This is an optimization exercise on Yosys and OpenROAD, whose aim is small area, a short achievable clock period and few clock cycles, not a production implementation.
Function was checked by simulation only, so behaviour that the tests miss may differ from the original.

==> 05-05: inputs <==
// gaTspTop
module gaTspTop (
    input  logic      CLK,
    input  logic      RESET,
    input  logic      coordWrEn,
    input  logic [2:0]  coordWrAddr,
    input  logic [7:0]  coordWrX,
    input  logic [7:0]  coordWrY,
    input  logic        start,
    input  logic [7:0]  numGenerations,
    input  logic [2:0]  bestRdPos,
    output logic        busy,
    output logic        genDone,
    output logic [11:0] bestDistance,
    output logic        done,
    output logic [2:0]  bestRdCity
);
export LEC_CHECK = 0
export CAP_MARGIN = 20
export CORE_MARGIN = 2
export CORE_UTILIZATION = 45
export SETUP_SLACK_MARGIN = 5
export SLEW_MARGIN = 20
create_clock -name core_clock -period 10.0 [get_ports {CLK}]
run.sh (not shown) runs the stock make flow with config.mk's settings and CLKGATE_MAP_FILE= SYNTH_SCRIPT=/design/flow/synth_recipe.tcl, a recipe that flattens the netlist after the stock synthesis.
==> 11-14: changes against 05-05 <==
--- a/flow/config.mk
+++ b/flow/config.mk
@@ -9,3 +9,3 @@
 export CORE_MARGIN = 2
-export CORE_UTILIZATION = 45
+export CORE_UTILIZATION = 35
 export SETUP_SLACK_MARGIN = 5
==> comparison table <==
item	11-14	05-05
Pin count of the biggest net entering global routing	179	149
Vias after detailed routing	98,898	100,273
Starting density of the core	0.3525	0.4530
Met2 wirelength from detailed routing	209,300 um	219,100 um
Destination of the critical timing path	rA[7]	rA[12]
Hold Worst Slack	0.3148 ns	0.2719 ns
Clock buffers	255	235
Tightest Pin Transition	1.250 ns	1.225 ns
Max stage delay cell, worst path	buf_4	a31oi_1
Finished Layout Cells	15,368	14,397
Multi-input gate share of total cell area	0.4752	0.4797
Number of global-route vias before repair	89,021	92,830
Number of cells on the critical path	13	14
Result of the run	finished clean	finished clean
Final Instance Area	126,300 sq um	124,900 sq um
Final wirelength	510,200 um	522,900 um
Placement-stage worst setup slack	3.646 ns	3.942 ns
Testbench counts of 05-05, summed over its fixed seeds: cycles 15,126.
Testbench counts of 11-14, summed over its fixed seeds: cycles 15,126.

* * *

==> inputs of trial 83 <==
Another version of the RTL of gaTspTop (not shown whole).
==> module fitnessRanker, before the edit <==
module fitnessRanker (
    input  logic        CLK,
    input  logic        RESET,
    input  logic        clearAll,    
    input  logic        snap,        
    input  logic        ins,
    input  logic [2:0]  insPair,
    input  logic [10:0] keyA,
    input  logic [10:0] keyB,
    output logic [63:0] rankOf,      
    output logic [175:0] keysNext,   
    output logic [10:0] bestNext     
);
    logic [10:0] D [16];
    logic [3:0]  r [16];
    logic [16-1:0] v;
    logic        snapped;
    logic [10:0] best;
    logic [16-1:0] wA, wB;    
    logic [16-1:0] ltA, ltB;  
    logic [16-1:0] leA, leB;
    logic        bFirst;
    logic [16-1:0] thA, thB;  
    logic [3:0]  rankA, rankB;
    logic [3:0]  rn [16];
    logic [10:0] dn [16];
    logic [10:0] m;
    logic        mLt;
    function automatic logic lt11(input logic [10:0] a, input logic [10:0] b);
        logic [15:0] l, g, e;
        l = '0;
        e = '1;
        for (int i = 0; i < 11; i++)
        begin
            l[i] = !a[i] && b[i];
            g[i] = a[i] && !b[i];
            e[i] = !l[i] && !g[i];
        end
        for (int w = 1; w < 16; w = w * 2)
            for (int i = 0; i + w < 16; i = i + 2 * w)
            begin
                l[i] = l[i + w] || (e[i + w] && l[i]);
                e[i] = e[i + w] && e[i];
            end
        lt11 = l[0];
    endfunction
    function automatic logic [3:0] thermCount(input logic [15:0] t);
        thermCount[3] = t[7];
        thermCount[2] = t[11] || (t[3] && !t[7]);
        thermCount[1] = t[13] || (t[9] && !t[11]) || (t[5] && !t[7]) || (t[1] && !t[3]);
        thermCount[0] = t[14] || (t[12] && !t[13]) || (t[10] && !t[11]) || (t[8] && !t[9])
                      || (t[6] && !t[7]) || (t[4] && !t[5]) || (t[2] && !t[3]) || (t[0] && !t[1]);
    endfunction
    always_comb
    begin
        for (int p = 0; p < 16; p++)
        begin
            wA[p]  = ins && rankOf[4*p +: 4] == {insPair, 1'b0};
            wB[p]  = ins && rankOf[4*p +: 4] == {insPair, 1'b1};
            ltA[p] = lt11(keyA, D[p]);
            ltB[p] = lt11(keyB, D[p]);
            leA[p] = v[p] && !ltA[p];
            leB[p] = v[p] && !ltB[p];
        end
        bFirst = lt11(keyB, keyA);
        thA = '0;
        thB = '0;
        for (int k = 0; k < 16; k++)
            for (int p = 0; p < 16; p++)
            begin
                thA[k] = thA[k] || (leA[p] && r[p] == k[3:0]);
                thB[k] = thB[k] || (leB[p] && r[p] == k[3:0]);
            end
        rankA = thermCount(bFirst ? {thA[14:0], 1'b1} : thA);
        rankB = thermCount(bFirst ? thB : {thB[14:0], 1'b1});
        for (int p = 0; p < 16; p++)
        begin
            if (wA[p])
                rn[p] = rankA;
            else if (wB[p])
                rn[p] = rankB;
            else if (ins && v[p] && ltA[p] && ltB[p])
                rn[p] = r[p] + 4'd2;
            else if (ins && v[p] && (ltA[p] || ltB[p]))
                rn[p] = r[p] + 4'd1;
            else
                rn[p] = r[p];
        end
        for (int p = 0; p < 16; p++)
        begin
            if (wA[p])
                dn[p] = keyA;
            else if (wB[p])
                dn[p] = keyB;
            else
                dn[p] = D[p];
            keysNext[11*p +: 11] = dn[p];
        end
        m   = bFirst ? keyB : keyA;
        mLt = bFirst ? lt11(keyB, best) : lt11(keyA, best);
        bestNext = (ins && mLt) ? m : best;
    end
    always_ff @(posedge CLK)
    begin
        for (int p = 0; p < 16; p++)
        begin
            r[p] <= rn[p];
            D[p] <= dn[p];
        end
    end
    always_ff @(posedge CLK)
    begin
        if (clearAll)
            best <= '1;
        else
            best <= bestNext;
    end
    always_ff @(posedge CLK)
    begin
        if (RESET || clearAll)
            v <= '0;
        else
            for (int p = 0; p < 16; p++)
            begin
                if (snapped)
                    v[p] <= (rankOf[4*p+1 +: 3] == 3'd0);
                else if (wA[p] || wB[p])
                    v[p] <= 1'b1;
            end
    end
    always_ff @(posedge CLK)
        snapped <= snap;
    always_ff @(posedge CLK)
    begin
        if (clearAll)
            for (int p = 0; p < 16; p++)
                rankOf[4*p +: 4] <= p[3:0];
        else if (snap)
            for (int p = 0; p < 16; p++)
                rankOf[4*p +: 4] <= rn[p];
    end
endmodule
clock: 10.0 ns
lec_check: 0
cap_margin: 20
core_margin: 2
core_utilization: 35
slew_margin: 20
==> build 19 (differences from trial 83) <==
--- a/flow/design.v
+++ b/flow/design.v
@@ -221,18 +221,17 @@
     logic        mLt;
     function automatic logic lt11(input logic [10:0] a, input logic [10:0] b);
-        logic [15:0] l, g, e;
+        logic [15:0] l, g;
         l = '0;
-        e = '1;
+        g = '0;
         for (int i = 0; i < 11; i++)
         begin
             l[i] = !a[i] && b[i];
             g[i] = a[i] && !b[i];
-            e[i] = !l[i] && !g[i];
         end
         for (int w = 1; w < 16; w = w * 2)
             for (int i = 0; i + w < 16; i = i + 2 * w)
             begin
-                l[i] = l[i + w] || (e[i + w] && l[i]);
-                e[i] = e[i + w] && e[i];
+                l[i] = l[i + w] || (!g[i + w] && l[i]);
+                g[i] = g[i + w] || (!l[i + w] && g[i]);
             end
         lt11 = l[0];
--- a/flow/config.mk
+++ b/flow/config.mk
@@ -8,4 +8,5 @@
 export CAP_MARGIN = 20
 export CORE_MARGIN = 2
-export CORE_UTILIZATION = 35
+export CORE_UTILIZATION = 55
+export SETUP_SLACK_MARGIN = 5
 export SLEW_MARGIN = 20
==> run summary <==
Global-route wire length before repair: build 19 708000 um; trial 83 726000 um
Period Utilization, post-route: build 19 0.520; trial 83 0.672
Starting density of the core: build 19 0.553; trial 83 0.352
Via density per instance: build 19 7.39; trial 83 6.41
Complex-gate fraction of the synthesized area: build 19 0.191; trial 83 0.179
Cts bufs inserted: build 19 178; trial 83 195
Post-Syn Area per Cell: build 19 9.94 um^2; trial 83 10.1 um^2
Status: build 19 timing/DRC/antenna clean; trial 83 timing/DRC/antenna clean
Total standard cell area after synthesis: build 19 0.109 mm^2; trial 83 0.111 mm^2
Detailed-router iteration count before antenna repair: build 19 14; trial 83 12
Number of stages on the worst setup path: build 19 13; trial 83 15
DR iter-0 viols: build 19 19957; trial 83 15686
Met1 track utilization from global routing: build 19 0.584; trial 83 0.422
Number of tapcells: build 19 2640; trial 83 4160
Slowest Stage Delay on Critical Path: build 19 0.61 ns; trial 83 0.76 ns
Routed wl met3: build 19 78200 um; trial 83 67500 um
Pin count of the biggest net entering global routing: build 19 157; trial 83 148
Testbench counts of trial 83, summed over its fixed seeds: cycles 15,126.
Testbench counts of build 19, summed over its fixed seeds: cycles 15,126.

## separate check: timing with driven ports
The results above use ideal ports. As a check the final layouts listed here were re-extracted and re-timed, cells and wires unchanged. Step 1, drivers: a clkbuf_16 drives CLK and a buf_2 each remaining input, both assumed. Step 2 adds t to the input delays and takes it off the output delays; t is the mean of the earliest and latest rising clock arrival at the registers after step 1. Input paths then give back, and output paths get back, about the clock's delay inside the block. Slacks: ideal / step 1 / step 2; pairs: ideal / step 1.
run	t, ns	setup WS [ns]	worst register clock-pin slew, ns	worst slew at a driven data input, ns
05-05	0.939	4.920 / 4.920 / 4.920	0.07 / 0.07	0.06
11-14	0.974	4.846 / 4.846 / 4.846	0.08 / 0.08	0.05
trial 83	1.002	3.284 / 3.284 / 3.284	0.08 / 0.08	0.12
build 19	0.940	4.800 / 4.800 / 4.800	0.07 / 0.07	0.05
After both steps setup and hold are still met in every run listed.
